What follows belongs to an exercise in optimizing a design on an open flow for a short achievable clock period and few clock cycles; a production flow would make more cautious choices.
Only simulation tests tie the RTL to the original design; equivalence was not proved.
Power is estimated from default activity; no workload was simulated.

==> flow/design.v (excerpt) <==
module rv_core (
	input  logic				i_clk,
	input  logic				i_rstn,
	output logic [32-1:0]	o_imem_addr,
	input  logic [32-1:0]	i_imem_data,
	output logic				o_dmem_re,
	output logic				o_dmem_we,
	output logic [32-1:0]	o_dmem_addr,
	output logic [32-1:0]	o_dmem_wdata,
	input  logic [32-1:0]	i_dmem_rdata,
	output logic				o_retire_valid,
	output logic [32-1:0]	o_retire_pc,
	output logic [4:0]			o_retire_rd,
	output logic				o_retire_we,
	output logic [32-1:0]	o_retire_value
);
	localparam int BI = rv_pkg::BTB_IDX_W;
	localparam int NB = 1 << BI;
	localparam int TW = 8;
	function automatic logic sum_eq(input logic [31:0] a, input logic [31:0] b,
		input logic [31:0] c);
		logic [31:0] cin;
		cin[0] = 1'b0;
		for (int i = 1; i < 32; i++)
			cin[i] = (a[i-1] ^ b[i-1]) ? ~c[i-1] : a[i-1];
		sum_eq = ((a ^ b ^ c) == cin);
	endfunction
	function automatic logic [31:0] ks_add(input logic [31:0] a, input logic [31:0] b,
		input logic cin);
		logic [31:0] g, p, gn, pn, p0;
		p0	= a ^ b;
		g	= a & b;
		p	= p0;
		g[0] = g[0] | (p[0] & cin);
		for (int d = 1; d < 32; d = d * 2) begin
			for (int i = 0; i < 32; i++) begin
				if (i >= d) begin
					gn[i] = g[i] | (p[i] & g[i-d]);
					pn[i] = p[i] & p[i-d];
				end else begin
					gn[i] = g[i];
					pn[i] = p[i];
				end
			end
			g = gn;
			p = pn;
		end
		ks_add = p0 ^ {g[30:0], cin};
	endfunction
  ...
export LEC_CHECK = 0
export ABC_CLOCK_PERIOD_IN_PS = 3000
export CAP_MARGIN = 20
export CORE_MARGIN = 2
export CORE_UTILIZATION = 60
export SLEW_MARGIN = 20
create_clock -name core_clock -period 10.0 [get_ports {i_clk}]
standard.sh (not shown) runs the stock make flow with config.mk's settings and CLKGATE_MAP_FILE= SYNTH_SCRIPT=/design/flow/synth_recipe.tcl, a recipe that flattens the netlist after the stock synthesis.
==> flow/flow/run.sh <==
#!/bin/bash
# Standard layout, with timing repair aimed well below the clock period
# (the constraints are the design's; only the repair margin is larger).
set -euo pipefail
cd "$(dirname "$0")/.."
bash standard.sh SETUP_SLACK_MARGIN=6.5 finish > make_flow.log 2>&1
Testbench counts at the start, summed over its fixed seeds: cycles 186,142.
Change:
--- a/flow/design.v
+++ b/flow/design.v
@@ -76,19 +76,18 @@
 	logic [1:0]		d_bctr;
 	logic			e_valid;
 	logic [31:0]	e_pc;
 	logic [31:0]	e_pc4;
 	logic [31:0]	e_tgt;
 	logic [31:0]	e_pnpc;
 	logic [31:0]	e_a;
 	logic [31:0]	e_b;
 	logic [31:0]	e_s;
-	logic			e_fa_m, e_fb_m, e_fs_m;
 	logic			e_sub;
 	logic			e_sel_add, e_sel_and, e_sel_or, e_sel_xor, e_sel_sll, e_sel_sr;
 	logic			e_sel_slt, e_sel_link;
 	logic			e_sra;
 	logic			e_is_br, e_is_jal, e_is_jalr;
 	logic [2:0]		e_f3;
 	logic			e_we;
 	logic [4:0]		e_rd;
 	logic			e_load, e_store;
@@ -199,36 +198,40 @@
 		end
 	end
 	assign d_use1	= d_op || d_opimm || d_ld || d_st || d_br || d_jalr;
 	assign d_use2	= d_op || d_st || d_br;
 	assign d_stall	= d_valid && (
 		(e_valid && e_load && e_we &&
 			((d_use1 && e_rd == d_rs1) || (d_use2 && e_rd == d_rs2))) ||
 		(m_load && m_we &&
 			((d_use1 && m_rd == d_rs1) || (d_use2 && m_rd == d_rs2))));
+	logic			d_fa, d_fb, d_fs;
+	assign d_fs		= e_valid && e_we && e_rd == d_rs2;
+	assign d_fa		= !d_auipc && !d_lui && e_valid && e_we && e_rd == d_rs1;
+	assign d_fb		= (d_op || d_br) && d_fs;
 	assign d_wreg	= (d_op || d_opimm || d_lui || d_auipc || d_lw || d_jal || d_jalr) &&
 		d_rd != 5'd0;
 	assign wb_value	= w_load ? i_dmem_rdata : w_value;
 	assign d_rv1	= (d_rs1 == 5'd0) ? 32'd0 :
 		(m_we && m_rd == d_rs1) ? m_value :
 		(w_we && w_rd == d_rs1) ? wb_value : rf[d_rs1];
 	assign d_rv2	= (d_rs2 == 5'd0) ? 32'd0 :
 		(m_we && m_rd == d_rs2) ? m_value :
 		(w_we && w_rd == d_rs2) ? wb_value : rf[d_rs2];
 	logic [31:0]	x_a, x_b, x_s, x_bi;
 	logic [31:0]	x_sum;
 	logic			x_lt, x_eq, x_cond, x_taken, x_mis;
 	logic [31:0]	x_sr, x_sl, x_res;
 	logic			e_redirect;
 	logic			m_redirect;
-	assign x_a	= e_fa_m ? m_value : e_a;
-	assign x_b	= e_fb_m ? m_value : e_b;
-	assign x_s	= e_fs_m ? m_value : e_s;
+	assign x_a	= e_a;
+	assign x_b	= e_b;
+	assign x_s	= e_s;
 	assign x_bi		= x_b ^ {32{e_sub}};
 	assign x_sum	= ks_add(x_a, x_bi, e_sub);
 	assign x_lt		= {x_a[31] ^ e_cmp_s, x_a[30:0]} < {x_b[31] ^ e_cmp_s, x_b[30:0]};
 	assign x_eq		= x_a == x_b;
 	assign x_sl		= x_a << x_b[4:0];
 	assign x_sr		= 32'($signed({e_sra && x_a[31], x_a}) >>> x_b[4:0]);
 	logic [31:0]	x_oth;
 	assign x_res = e_sel_add ? x_sum[31:0] : x_oth;
 	assign x_oth =
@@ -280,24 +283,21 @@
 			e_valid <= 1'b0;
 		else
 			e_valid <= d_valid && !d_stall && !e_redirect && !m_redirect;
 	end
 	always_ff @(posedge i_clk) begin
 		e_pc		<= d_pc;
 		e_pc4		<= d_pc4;
 		e_tgt		<= d_tgt;
 		e_pnpc		<= d_to_ras ? ras : d_pnpc;
-		e_a			<= d_auipc ? d_pc : d_lui ? 32'd0 : d_rv1;
-		e_b			<= (d_op || d_br) ? d_rv2 : d_imm;
-		e_s			<= d_rv2;
-		e_fa_m		<= !d_auipc && !d_lui && e_valid && e_we && e_rd == d_rs1;
-		e_fb_m		<= (d_op || d_br) && e_valid && e_we && e_rd == d_rs2;
-		e_fs_m		<= e_valid && e_we && e_rd == d_rs2;
+		e_a			<= d_fa ? x_res : d_auipc ? d_pc : d_lui ? 32'd0 : d_rv1;
+		e_b			<= d_fb ? x_res : (d_op || d_br) ? d_rv2 : d_imm;
+		e_s			<= d_fs ? x_res : d_rv2;
 		e_sub		<= d_op && d_ir[30] && d_f3 == 3'b000;
 		e_br_eq		<= d_f3[2:1] == 2'b00;
 		e_br_lt		<= d_f3[2];
 		e_br_inv	<= d_f3[0] && (d_f3[2] || !d_f3[1]);
 		e_cmp_s		<= d_br ? !d_f3[1] : !d_f3[0];
 		e_sel_add	<= ((d_op || d_opimm) && d_f3 == 3'b000) || d_lui || d_auipc ||
 			d_ld || d_st;
 		e_sel_and	<= (d_op || d_opimm) && d_f3 == 3'b111;
 		e_sel_or	<= (d_op || d_opimm) && d_f3 == 3'b110;
Effect: Global-route usage is higher by 0.69 points; maximum frequency is higher by 11%; final cell count falls by 0.98%; wire length climbs by about 3.4%; first-iteration DRC count rises by 1.9%; die area came out higher by about 0.45%; via count climbs by 0.89%; sequential share of layout area went down by 0.57 points; area after synthesis came out higher by about 0.46%; design area came out higher by about 1.2%; total power went up by 1.7%; register-to-register slack is better by 0.47 ns; core utilization came out higher by 0.31 points; worst setup slack gets better by 0.42 ns.
Testbench counts after the change, summed over its fixed seeds: cycles 186,142.

[re-timing with driven ports]
Ports are ideal in the flow. The routed layouts listed here were re-timed in OpenROAD.
Step 1: set_driving_cell puts a clkbuf_16 on i_clk and a buf_2 on each other input, an assumption about the parent block.
Step 2 also shifts input and output timing later by t, the mid clock arrival at the registers, as if the neighbouring blocks saw the same clock.
Slacks: ideal ports / drivers / drivers and shift; pairs: ideal ports / drivers.
run | shift t [ns] | setup WS [ns] | slew at the worst register clock pin (ns) | worst data-port slew with drivers (ns)
the first run | 1.040 | 5.831 / 5.831 / 5.523 | 0.07 / 0.07 | 0.07
the second run | 1.052 | 6.256 / 6.142 / 5.467 | 0.07 / 0.07 | 0.06
After both steps setup and hold are still met in every run listed. The setup slack of the second run, which loses most, moves by -0.114 ns with the drivers and by -0.789 ns with both steps.
